From an optimization exercise on the open Yosys and OpenROAD flow, aimed at small area, a short achievable clock period and few clock cycles per item; shortcuts taken in it are not production practice. The RTL was checked by simulation tests, not by an equivalence proof against the original design.

**flow/design.v**
```verilog
`timescale 1ns/100ps
package iu_pkg;
  localparam int XLEN      = 32;
  localparam int PREG_W    = 6;
  localparam int FUNC_W    = 4;
  localparam int DIV_STEPS = 32;
  localparam int DIV_CNT_W = $clog2(DIV_STEPS);
  typedef enum logic [1:0] {
    UNIT_ALU = 2'd0,
    UNIT_MUL = 2'd1,
    UNIT_DIV = 2'd2
  } iu_unit_e;
  typedef enum logic [FUNC_W-1:0] {
    ALU_ADD  = 4'd0,
    ALU_SUB  = 4'd1,
    ALU_AND  = 4'd2,
    ALU_OR   = 4'd3,
    ALU_XOR  = 4'd4,
    ALU_SLL  = 4'd5,
    ALU_SRL  = 4'd6,
    ALU_SRA  = 4'd7,
    ALU_SLT  = 4'd8,
    ALU_SLTU = 4'd9
  } iu_alu_op_e;
  typedef enum logic [FUNC_W-1:0] {
    MUL_MUL   = 4'd0,
    MUL_MULH  = 4'd1,
    MUL_MULHU = 4'd2
  } iu_mul_op_e;
  typedef enum logic [FUNC_W-1:0] {
    DIV_DIV  = 4'd0,
    DIV_DIVU = 4'd1,
    DIV_REM  = 4'd2,
    DIV_REMU = 4'd3
  } iu_div_op_e;
  typedef struct packed {
    logic              vld;
    iu_unit_e          unit;
    logic [FUNC_W-1:0] func;
    logic [XLEN-1:0]   src0;
    logic [XLEN-1:0]   src1;
    logic [PREG_W-1:0] dst_preg;
  } iu_issue_t;
  typedef struct packed {
    logic              vld;
    logic [PREG_W-1:0] preg;
    logic [XLEN-1:0]   data;
  } iu_rslt_t;
endpackage
`timescale 1ns/100ps
module iu_alu (
  input  logic [iu_pkg::FUNC_W-1:0] func,
  input  logic [iu_pkg::XLEN-1:0]   src0,
  input  logic [iu_pkg::XLEN-1:0]   src1,
  output logic [iu_pkg::XLEN-1:0]   rslt
);
  iu_pkg::iu_alu_op_e op;
  logic [4:0] shamt;
  assign op = iu_pkg::iu_alu_op_e'(func);
  assign shamt = src1[4:0];
  always_comb begin
    case (op)
      iu_pkg::ALU_ADD: begin
        rslt = src0 + src1;
      end
      iu_pkg::ALU_SUB: begin
        rslt = src0 - src1;
      end
      iu_pkg::ALU_AND: begin
        rslt = src0 & src1;
      end
      iu_pkg::ALU_OR: begin
        rslt = src0 | src1;
      end
      iu_pkg::ALU_XOR: begin
        rslt = src0 ^ src1;
      end
      iu_pkg::ALU_SLL: begin
        rslt = src0 << shamt;
      end
      iu_pkg::ALU_SRL: begin
        rslt = src0 >> shamt;
      end
      iu_pkg::ALU_SRA: begin
        rslt = $signed(src0) >>> shamt;
      end
      iu_pkg::ALU_SLT: begin
        rslt = {{(iu_pkg::XLEN-1){1'b0}}, $signed(src0) < $signed(src1)};
      end
      iu_pkg::ALU_SLTU: begin
        rslt = {{(iu_pkg::XLEN-1){1'b0}}, src0 < src1};
      end
      default: begin
        rslt = '0;
      end
    endcase
  end
endmodule
`timescale 1ns/100ps
module iu_mul (
  input  logic                      forever_cpuclk,
  input  logic                      rst_n,
  input  logic                      flush,
  input  logic                      sel,
  input  logic [iu_pkg::FUNC_W-1:0] func,
  input  logic [iu_pkg::XLEN-1:0]   src0,
  input  logic [iu_pkg::XLEN-1:0]   src1,
  input  logic [iu_pkg::PREG_W-1:0] dst_preg,
  output iu_pkg::iu_rslt_t          mul_ex2
);
  iu_pkg::iu_mul_op_e             op;
  logic                   signed_op;
  logic                   high_sel;
  logic [iu_pkg::XLEN:0]          src0_ext;
  logic [iu_pkg::XLEN:0]          src1_ext;
  logic [2*iu_pkg::XLEN+1:0]      prod_full;
  logic [2*iu_pkg::XLEN-1:0]      product;
  logic [iu_pkg::XLEN-1:0]        rslt_ex1;
  assign op = iu_pkg::iu_mul_op_e'(func);
  always_comb begin
    case (op)
      iu_pkg::MUL_MULH: begin
        signed_op = 1'b1;
        high_sel  = 1'b1;
      end
      iu_pkg::MUL_MULHU: begin
        signed_op = 1'b0;
        high_sel  = 1'b1;
      end
      default: begin
        signed_op = 1'b0;
        high_sel  = 1'b0;
      end
    endcase
  end
  assign src0_ext  = {signed_op & src0[iu_pkg::XLEN-1], src0};
  assign src1_ext  = {signed_op & src1[iu_pkg::XLEN-1], src1};
  assign prod_full = $signed(src0_ext) * $signed(src1_ext);
  assign product   = prod_full[2*iu_pkg::XLEN-1:0];
  assign rslt_ex1  = high_sel ? product[2*iu_pkg::XLEN-1:iu_pkg::XLEN] : product[iu_pkg::XLEN-1:0];
  always_ff @(posedge forever_cpuclk) begin
    if (!rst_n) begin
      mul_ex2.vld <= 1'b0;
    end else begin
      mul_ex2.vld <= sel & ~flush;
    end
    if (sel) begin
      mul_ex2.preg <= dst_preg;
      mul_ex2.data <= rslt_ex1;
    end
  end
endmodule
`timescale 1ns/100ps
module iu_div (
  input  logic                      forever_cpuclk,
  input  logic                      rst_n,
  input  logic                      flush,
  input  logic                      sel,
  input  logic [iu_pkg::FUNC_W-1:0] func,
  input  logic [iu_pkg::XLEN-1:0]   src0,
  input  logic [iu_pkg::XLEN-1:0]   src1,
  input  logic [iu_pkg::PREG_W-1:0] dst_preg,
  output iu_pkg::iu_rslt_t          div_ex2,
  output logic                      div_busy
);
  iu_pkg::iu_div_op_e           op;
  logic                 is_signed;
  logic                 s0_neg;
  logic                 s1_neg;
  logic [iu_pkg::XLEN-1:0]      dvd_abs;
  logic [iu_pkg::XLEN-1:0]      dvs_abs;
  logic [iu_pkg::DIV_CNT_W-1:0] cnt_q;
  logic                 last_step;
  logic [iu_pkg::XLEN-1:0]      acc_q;
  logic [iu_pkg::XLEN-1:0]      quo_q;
  logic [iu_pkg::XLEN-1:0]      dvs_q;
  logic                 q_neg_q;
  logic                 r_neg_q;
  logic                 rem_sel_q;
  logic [iu_pkg::PREG_W-1:0]    preg_q;
  logic [iu_pkg::XLEN:0]        part_shift;
  logic [iu_pkg::XLEN:0]        part_diff;
  logic [iu_pkg::XLEN:0]        acc_nxt;
  logic [iu_pkg::XLEN-1:0]      quo_nxt;
  logic [iu_pkg::XLEN-1:0]      quo_fix;
  logic [iu_pkg::XLEN-1:0]      rem_fix;
  assign op        = iu_pkg::iu_div_op_e'(func);
  assign is_signed = (op == iu_pkg::DIV_DIV) | (op == iu_pkg::DIV_REM);
  assign s0_neg    = is_signed & src0[iu_pkg::XLEN-1];
  assign s1_neg    = is_signed & src1[iu_pkg::XLEN-1];
  assign dvd_abs   = s0_neg ? -src0 : src0;
  assign dvs_abs   = s1_neg ? -src1 : src1;
  assign last_step = div_busy & (cnt_q == iu_pkg::DIV_CNT_W'(iu_pkg::DIV_STEPS - 1));
  always_ff @(posedge forever_cpuclk) begin
    if (!rst_n || flush) begin
      div_busy <= 1'b0;
      cnt_q    <= '0;
    end else if (sel) begin
      div_busy <= 1'b1;
      cnt_q    <= '0;
    end else if (div_busy) begin
      cnt_q <= cnt_q + 1'b1;
      if (last_step) begin
        div_busy <= 1'b0;
      end
    end
  end
  always_ff @(posedge forever_cpuclk) begin
    if (sel) begin
      acc_q     <= '0;
      quo_q     <= dvd_abs;
      dvs_q     <= dvs_abs;
      q_neg_q   <= (s0_neg ^ s1_neg) & (src1 != '0);
      r_neg_q   <= s0_neg;
      rem_sel_q <= (op == iu_pkg::DIV_REM) | (op == iu_pkg::DIV_REMU);
      preg_q    <= dst_preg;
    end else if (div_busy) begin
      acc_q <= acc_nxt[iu_pkg::XLEN-1:0];
      quo_q <= quo_nxt;
    end
  end
  always_comb begin
    part_shift = {acc_q, quo_q[iu_pkg::XLEN-1]};
    part_diff  = part_shift - {1'b0, dvs_q};
    if (part_diff[iu_pkg::XLEN]) begin
      acc_nxt = part_shift;
      quo_nxt = {quo_q[iu_pkg::XLEN-2:0], 1'b0};
    end else begin
      acc_nxt = part_diff;
      quo_nxt = {quo_q[iu_pkg::XLEN-2:0], 1'b1};
    end
  end
  assign quo_fix = q_neg_q ? -quo_nxt : quo_nxt;
  assign rem_fix = r_neg_q ? -acc_nxt[iu_pkg::XLEN-1:0] : acc_nxt[iu_pkg::XLEN-1:0];
  always_ff @(posedge forever_cpuclk) begin
    if (!rst_n) begin
      div_ex2.vld <= 1'b0;
    end else begin
      div_ex2.vld <= last_step & ~flush;
    end
    if (last_step) begin
      div_ex2.preg <= preg_q;
      div_ex2.data <= rem_sel_q ? rem_fix : quo_fix;
    end
  end
endmodule
`timescale 1ns/100ps
module iu_wb_ctrl (
  input  logic                    forever_cpuclk,
  input  logic                    rst_n,
  input  logic                    flush,
  input  iu_pkg::iu_issue_t       issue,
  input  logic [iu_pkg::XLEN-1:0] alu_rslt,
  input  iu_pkg::iu_rslt_t        mul_ex2,
  input  iu_pkg::iu_rslt_t        div_ex2,
  input  logic                    div_busy,
  output iu_pkg::iu_rslt_t        wb,
  output iu_pkg::iu_rslt_t        ex1_fwd,
  output logic                    ex1_stall
);
  logic     alu_issue;
  logic     alu_go;
  logic     ex2_vld;
  iu_pkg::iu_rslt_t wb_nxt;
  assign alu_issue = issue.vld & (issue.unit == iu_pkg::UNIT_ALU);
  assign ex2_vld   = mul_ex2.vld | div_ex2.vld;
  assign ex1_stall = div_busy | (ex2_vld & alu_issue);
  assign alu_go    = alu_issue & ~ex1_stall & ~flush;
  always_comb begin
    ex1_fwd.vld  = alu_go;
    ex1_fwd.preg = issue.dst_preg;
    ex1_fwd.data = alu_rslt;
  end
  always_comb begin
    if (mul_ex2.vld) begin
      wb_nxt = mul_ex2;
    end else if (div_ex2.vld) begin
      wb_nxt = div_ex2;
    end else begin
      wb_nxt = ex1_fwd;
    end
  end
  always_ff @(posedge forever_cpuclk) begin
    if (!rst_n) begin
      wb.vld <= 1'b0;
    end else begin
      wb.vld <= wb_nxt.vld & ~flush;
    end
    wb.preg <= wb_nxt.preg;
    wb.data <= wb_nxt.data;
  end
endmodule
`timescale 1ns/100ps
module iu_top (
  input  logic              forever_cpuclk,
  input  logic              rst_n,
  input  logic              flush,
  input  iu_pkg::iu_issue_t issue,
  output iu_pkg::iu_rslt_t  wb,
  output iu_pkg::iu_rslt_t  ex1_fwd,
  output logic              ex1_stall
);
  logic            issue_go;
  logic            alu_sel;
  logic            mul_sel;
  logic            div_sel;
  logic [iu_pkg::XLEN-1:0] alu_src0;
  logic [iu_pkg::XLEN-1:0] alu_src1;
  logic [iu_pkg::XLEN-1:0] alu_rslt;
  iu_pkg::iu_rslt_t        mul_ex2;
  iu_pkg::iu_rslt_t        div_ex2;
  logic            div_busy;
  assign issue_go = issue.vld & ~ex1_stall & ~flush;
  assign alu_sel  = issue_go & (issue.unit == iu_pkg::UNIT_ALU);
  assign mul_sel  = issue_go & (issue.unit == iu_pkg::UNIT_MUL);
  assign div_sel  = issue_go & (issue.unit == iu_pkg::UNIT_DIV);
  assign alu_src0 = alu_sel ? issue.src0 : '0;
  assign alu_src1 = alu_sel ? issue.src1 : '0;
  iu_alu u_alu (
    .func (issue.func),
    .src0 (alu_src0  ),
    .src1 (alu_src1  ),
    .rslt (alu_rslt  )
  );
  iu_mul u_mul (
    .forever_cpuclk (forever_cpuclk),
    .rst_n          (rst_n         ),
    .flush          (flush         ),
    .sel            (mul_sel       ),
    .func           (issue.func    ),
    .src0           (issue.src0    ),
    .src1           (issue.src1    ),
    .dst_preg       (issue.dst_preg),
    .mul_ex2        (mul_ex2       )
  );
  iu_div u_div (
    .forever_cpuclk (forever_cpuclk),
    .rst_n          (rst_n         ),
    .flush          (flush         ),
    .sel            (div_sel       ),
    .func           (issue.func    ),
    .src0           (issue.src0    ),
    .src1           (issue.src1    ),
    .dst_preg       (issue.dst_preg),
    .div_ex2        (div_ex2       ),
    .div_busy       (div_busy      )
  );
  iu_wb_ctrl u_wb_ctrl (
    .forever_cpuclk (forever_cpuclk),
    .rst_n          (rst_n         ),
    .flush          (flush         ),
    .issue          (issue         ),
    .alu_rslt       (alu_rslt      ),
    .mul_ex2        (mul_ex2       ),
    .div_ex2        (div_ex2       ),
    .div_busy       (div_busy      ),
    .wb             (wb            ),
    .ex1_fwd        (ex1_fwd       ),
    .ex1_stall      (ex1_stall     )
  );
endmodule
`timescale 1ns/100ps
module iu_core (
  input  logic        forever_cpuclk,
  input  logic        rst_n,
  input  logic        flush,
  input  logic        issue_vld,
  input  logic [1:0]  issue_unit,
  input  logic [3:0]  issue_func,
  input  logic [31:0] issue_src0,
  input  logic [31:0] issue_src1,
  input  logic [5:0]  issue_dst_preg,
  output logic        wb_vld,
  output logic [5:0]  wb_preg,
  output logic [31:0] wb_data,
  output logic        ex1_fwd_vld,
  output logic [5:0]  ex1_fwd_preg,
  output logic [31:0] ex1_fwd_data,
  output logic        ex1_stall
);
  iu_pkg::iu_issue_t issue;
  iu_pkg::iu_rslt_t  wb;
  iu_pkg::iu_rslt_t  ex1_fwd;
  always_comb begin
    issue.vld      = issue_vld;
    issue.unit     = iu_pkg::iu_unit_e'(issue_unit);
    issue.func     = issue_func;
    issue.src0     = issue_src0;
    issue.src1     = issue_src1;
    issue.dst_preg = issue_dst_preg;
  end
  iu_top u_iu_top (
    .forever_cpuclk (forever_cpuclk),
    .rst_n          (rst_n         ),
    .flush          (flush         ),
    .issue          (issue         ),
    .wb             (wb            ),
    .ex1_fwd        (ex1_fwd       ),
    .ex1_stall      (ex1_stall     )
  );
  assign wb_vld       = wb.vld;
  assign wb_preg      = wb.preg;
  assign wb_data      = wb.data;
  assign ex1_fwd_vld  = ex1_fwd.vld;
  assign ex1_fwd_preg = ex1_fwd.preg;
  assign ex1_fwd_data = ex1_fwd.data;
endmodule
```
**flow/run.sh**
```bash
#!/bin/bash
# synth_recipe.tcl (not shown) runs the flow's synth.tcl, then flattens the netlist and writes it again
# the make line also repeats each setting of config.mk as NAME=value (left out here)
make -C /OpenROAD-flow-scripts/flow DESIGN_CONFIG=/design/flow/config.mk WORK_HOME=/design/flow/orfs CLKGATE_MAP_FILE= SYNTH_SCRIPT=/design/flow/synth_recipe.tcl finish
```
**flow/config.mk**
```make
export PLATFORM = sky130hd
export DESIGN_NAME = iu_core
export DESIGN_NICKNAME = iu_core
export VERILOG_FILES = /design/flow/design.v
export SDC_FILE = /design/flow/constraint.sdc
export NUM_CORES = 4
export LEC_CHECK = 0
export CAP_MARGIN = 20
export CORE_MARGIN = 2
export CORE_UTILIZATION = 40
export SLEW_MARGIN = 20
```
**flow/constraint.sdc**
```tcl
create_clock -name core_clock -period 10.0 [get_ports {forever_cpuclk}]
set_input_delay 2.0000 -clock core_clock [delete_from_list [all_inputs] [get_ports {forever_cpuclk}]]
set_output_delay 2.0000 -clock core_clock [all_outputs]
set_load 0.01 [all_outputs]
```
==> impl_metrics.prom <==
# TYPE chip_impl_metric gauge
chip_impl_metric{name="core_area",unit="um^2"} 152000
chip_impl_metric{name="final_antenna_net_count",unit=""} 0
chip_impl_metric{name="fp.dieArea",unit="um^2"} 156000
chip_impl_metric{name="track_usage",unit="%"} 29.6
chip_impl_metric{name="grt_start_max_net_pins",unit=""} 68
chip_impl_metric{name="synth_enable_flop_cells",unit=""} 149
chip_impl_metric{name="totalWireLength",unit="mm"} 232
chip_impl_metric{name="slew-limit-headroom",unit="%"} 25.9
chip_impl_metric{name="cp_slowest_stage_delay",unit="ns"} 0.56
chip_impl_metric{name="worstPathRequired",unit="ns"} 10.29
chip_impl_info{name="hold_class",value="flip-flop to flip-flop"} 1
chip_impl_metric{name="ys_warn_count",unit=""} 5
chip_impl_info{name="crit_top_cell",value="fa_1"} 1
chip_impl_info{name="cpMaxStageDelayCell",value="buf_2"} 1
chip_impl_metric{name="drc_errors",unit=""} 0
chip_impl_metric{name="grt_pass1_vias",unit=""} 54900
chip_impl_metric{name="io-pin-count",unit=""} 159
chip_impl_metric{name="floorplan.initialDensity",unit="%"} 40.2
chip_impl_info{name="synth_top_cells_by_area",value="fa_1, inv_1, edfxtp_1, ha_1, nand2_1"} 1
chip_impl_metric{name="globalplace.congestion",unit=""} 1.06
chip_impl_metric{name="worst_setup_hold_path_clk_slew",unit="ns"} 0.06
chip_impl_info{name="type_of_element_launching_the_critical_path",value="input port"} 1
chip_impl_metric{name="placed_area",unit="um^2"} 67900
chip_impl_metric{name="timing_max_transition_violations_final",unit=""} 0
chip_impl_metric{name="postSynthCellCount",unit=""} 7150
chip_impl_info{name="most_frequently_used_flop_master_after_synthesis",value="edfxtp_1"} 1
chip_impl_metric{name="detail_route.vias_per_cell",unit=""} 5.58
chip_impl_metric{name="drt_first_iter_violations",unit=""} 4314
chip_impl_info{name="ys_top_cells_by_count",value="inv_1, fa_1, nand2_1"} 1
chip_impl_metric{name="place_hpwl",unit="mm"} 193
chip_impl_metric{name="cts-buffers-inserted",unit=""} 26
chip_impl_metric{name="synthesis.nets",unit=""} 8705
chip_impl_metric{name="cts.htree.levels",unit=""} 1
chip_impl_metric{name="timing.hold.ws",unit="ns"} 0.422
chip_impl_metric{name="portion_of_the_clock_cycle_consumed_by_the_worst_path_in_the_final_layout",unit="%"} 96.5
chip_impl_metric{name="clock_tree.buffer_depth",unit=""} 3
chip_impl_metric{name="globalRouteMet2Util",unit="%"} 48.5
chip_impl_info{name="cp-end-kind",value="flip-flop"} 1
chip_impl_metric{name="grt_util_met3",unit="%"} 4.81
chip_impl_metric{name="detail_route.wl_per_cell",unit="um"} 24.4
chip_impl_metric{name="area_delta_synth_final",unit="%"} 12.8
chip_impl_metric{name="timing.critical_path.arrival",unit="ns"} 9.94
chip_impl_metric{name="tns",unit="ns"} 0
chip_impl_metric{name="fmaxAchievable",unit="MHz"} 104
chip_impl_metric{name="core.rowCount",unit=""} 143
chip_impl_metric{name="clk_latency",unit="ns"} 0.56
chip_impl_info{name="synth.most_common_cell",value="inv_1"} 1
chip_impl_metric{name="synth.yosys.seq_area_share",unit="%"} 9.92
chip_impl_metric{name="wire_length_of_the_first_global_routing_pass",unit="mm"} 350
chip_impl_metric{name="total_non_filler_cell_area_in_the_finished_layout",unit="um^2"} 68900
chip_impl_metric{name="dpl_worst_slack",unit="ns"} -0.777
chip_impl_metric{name="global_route.overflow_total",unit=""} 0
chip_impl_metric{name="hold_violations",unit=""} 0
chip_impl_metric{name="synth_largest_type_area_fraction",unit="%"} 37.0
chip_impl_info{name="run_status",value="complete, no violations"} 1
chip_impl_metric{name="final_layout_size_suffix_gt1_share",unit="%"} 11.1
chip_impl_info{name="worst_path_dominant_cell_family",value="adder cells"} 1
chip_impl_metric{name="count_of_distinct_cell_types_in_the_synthesized_netlist",unit=""} 103
chip_impl_metric{name="finalNetCount",unit=""} 8974
chip_impl_metric{name="place.detailed.instances",unit=""} 9416
chip_impl_metric{name="postLayoutCoreUtil",unit="%"} 45.4
chip_impl_metric{name="clock_sink_count",unit=""} 228
chip_impl_metric{name="chip_width",unit="um"} 395
chip_impl_metric{name="async_flop_share",unit="%"} 0
chip_impl_info{name="setup.worst_path.class",value="input port to flip-flop"} 1
chip_impl_metric{name="routed-via-count",unit=""} 52900
chip_impl_metric{name="ys_ff_latch",unit=""} 228
chip_impl_metric{name="placement.io_buffers",unit=""} 158
chip_impl_metric{name="worst-path-max-fanout",unit=""} 16
chip_impl_metric{name="final.min_clock_period",unit="ns"} 9.65
chip_impl_metric{name="number_of_antenna_violations_at_the_first_check_in_global_routing",unit=""} 29
chip_impl_metric{name="globalRouteMet1Util",unit="%"} 39.2
chip_impl_metric{name="timing.clock.skew",unit="ns"} 0.0173
chip_impl_metric{name="worst-slew-pin-transition",unit="ns"} 1.11
chip_impl_info{name="synth_area_leader_cell",value="fa_1"} 1
chip_impl_info{name="grt_most_used_layer",value="met2"} 1
chip_impl_metric{name="max_cap_viol_count",unit=""} 0
chip_impl_metric{name="drt_pass1_iterations",unit=""} 6
chip_impl_metric{name="chip_height",unit="um"} 395
chip_impl_metric{name="setup_slack",unit="ns"} 0.351
chip_impl_metric{name="critical_path.n_buffers_inverters",unit=""} 8
chip_impl_metric{name="stdcell_count",unit=""} 9480
chip_impl_metric{name="setup_viol",unit=""} 0
chip_impl_info{name="tritoncts_clock_tree",value="built"} 1
chip_impl_metric{name="postSynthAreaPerCell",unit="um^2"} 8.54
chip_impl_info{name="grt_setup_unrepaired",value="no"} 1
chip_impl_metric{name="netlist_area",unit="um^2"} 61100
chip_impl_info{name="cts_root_buf",value="clkbuf_16"} 1
==> routing by layer <==
metal | vias up | share of wire (%)
met5 | - | 0.040
met4 | 18 | 4.6
met3 | 478 | 8.5
met2 | 2360 | 46
met1 | 26800 | 40
li1 | 23200 | -
==> path summary, 6_finish.rpt <==
check / start / to / slack, ns / cells after the start
setup / recovery: issue_src1[11] / u_iu_top.u_mul.mul_ex2[16] / 0.35 / 28
setup reg to reg: u_iu_top.u_div.quo_q[31] / u_iu_top.u_div.div_ex2[28] / 3.97 / 20
hold reg to reg: u_iu_top.u_div.preg_q[2] / u_iu_top.u_div.div_ex2[34] / 0.42 / 0
hold / removal: u_iu_top.u_div.preg_q[2] / u_iu_top.u_div.div_ex2[34] / 0.42 / 0
==> what timing repair did <==
item                                    in CTS  in global routing
resized for setup                            7                 17
buffers inserted                             1                  4
cloned                                       0                  0
pin swaps                                    5                 12
endpoints found under the setup margin       8                 20
hold buffers                                 0                  0
==> worst reg2reg max path, stage by stage, from the launching register on <==
cell	delay [ns]
edfxtp_1	0.50
inv_1	0.10
ha_1	0.17
inv_1	0.06
fa_1	0.45
a211oi_2	0.28
o21a_1	0.30
a211oi_2	0.15
o21ai_2	0.33
a21oi_2	0.16
o21a_1	0.44
nor2_4	0.22
buf_4	0.49
mux2i_1	0.35
ha_1	0.35
inv_1	0.13
a211oi_1	0.24
a41oi_1	0.09
nor3_2	0.29
a211oi_1	0.13
nor4_1	0.54
==> area by class of cell <==
cell class,instances,area [um^2]
Sequential cell,228,6060
Fill cell,14900,82800
Timing Repair Buffer,705,6010
Multi-Input combinational cell,5135,48500
Clock buffer,32,694
Antenna cell,11,27.5
Inverter,1323,4980
Clock inverter,16,134
Tap cell,2030,2540
==> layout by cell type (no fill, tap or decap), types with 21 or more instances in the layout <==
cell type / n
o211ai_1: 40
mux2i_1: 94
clkdlybuf4s50_1: 95
mux2_2: 23
nor3_1: 75
o21bai_1: 31
dfxtp_1: 78
a211oi_1: 51
o22ai_1: 31
o21a_1: 23
fa_1: 1123
mux4_2: 31
xor2_1: 79
buf_4: 500
clkbuf_16: 27
a31oi_1: 32
inv_1: 1300
ha_1: 347
nor2_1: 329
nand2_1: 1058
buf_12: 48
o21ai_0: 298
a21o_1: 58
a221oi_1: 25
nor4_1: 26
edfxtp_1: 149
o41ai_1: 21
a21oi_1: 295
and3_1: 52
nor2b_1: 26
nand3_1: 57
or3_1: 29
o31ai_1: 44
buf_2: 57
nand2b_1: 39
and2_1: 310
xnor2_1: 133
==> cell families after synthesis <==
logic type	after synthesis	share of synthesized area, %
compound gates	1185	12.8
buf+inv	1787	11.1
mux	149	3.13
fa+ha+maj	1475	44.1
simple gates	2114	15.9
flops	228	9.92
xor+xnor	212	3.04
==> state kept, by name, summed over array words and instances, names as in the netlist, 5 cells and up <==
name                    flops
u_iu_top.u_div.cnt_q        5
u_iu_top.u_div.div_ex2     39
u_iu_top.u_mul.mul_ex2     39
u_iu_top.u_div.dvs_q       32
u_iu_top.u_div.preg_q       6
u_iu_top.u_div.acc_q       32
u_iu_top.u_div.quo_q       32
u_iu_top.u_wb_ctrl.wb      39
Testbench counts, summed over its fixed seeds: cycles 22,274, items 8,000.

## what the ideal ports hide
No port has a modelled driver above. Below, the same layout with a new extraction and two added sets of constraints.
Step 1: set_driving_cell puts a clkbuf_16 on forever_cpuclk and a buf_2 on each other input, an assumption about the parent block.
Step 2 also shifts input and output timing later by t, the mid clock arrival at the registers, as if the neighbouring blocks saw the same clock.
a / b / c = no drivers / after step 1 / after step 2; a / b = the first two.
shift t [ns]: 0.605
setup slack, ns: 0.351 / 0.355 / -0.229
worst slew at a driven data input, ns: 0.17
cell pins on the clock port's net: 1
With both steps, setup timing fails in this run, where it was met with ideal ports. The setup slack of this run moves by +0.004 ns with the drivers and by -0.580 ns with both steps.
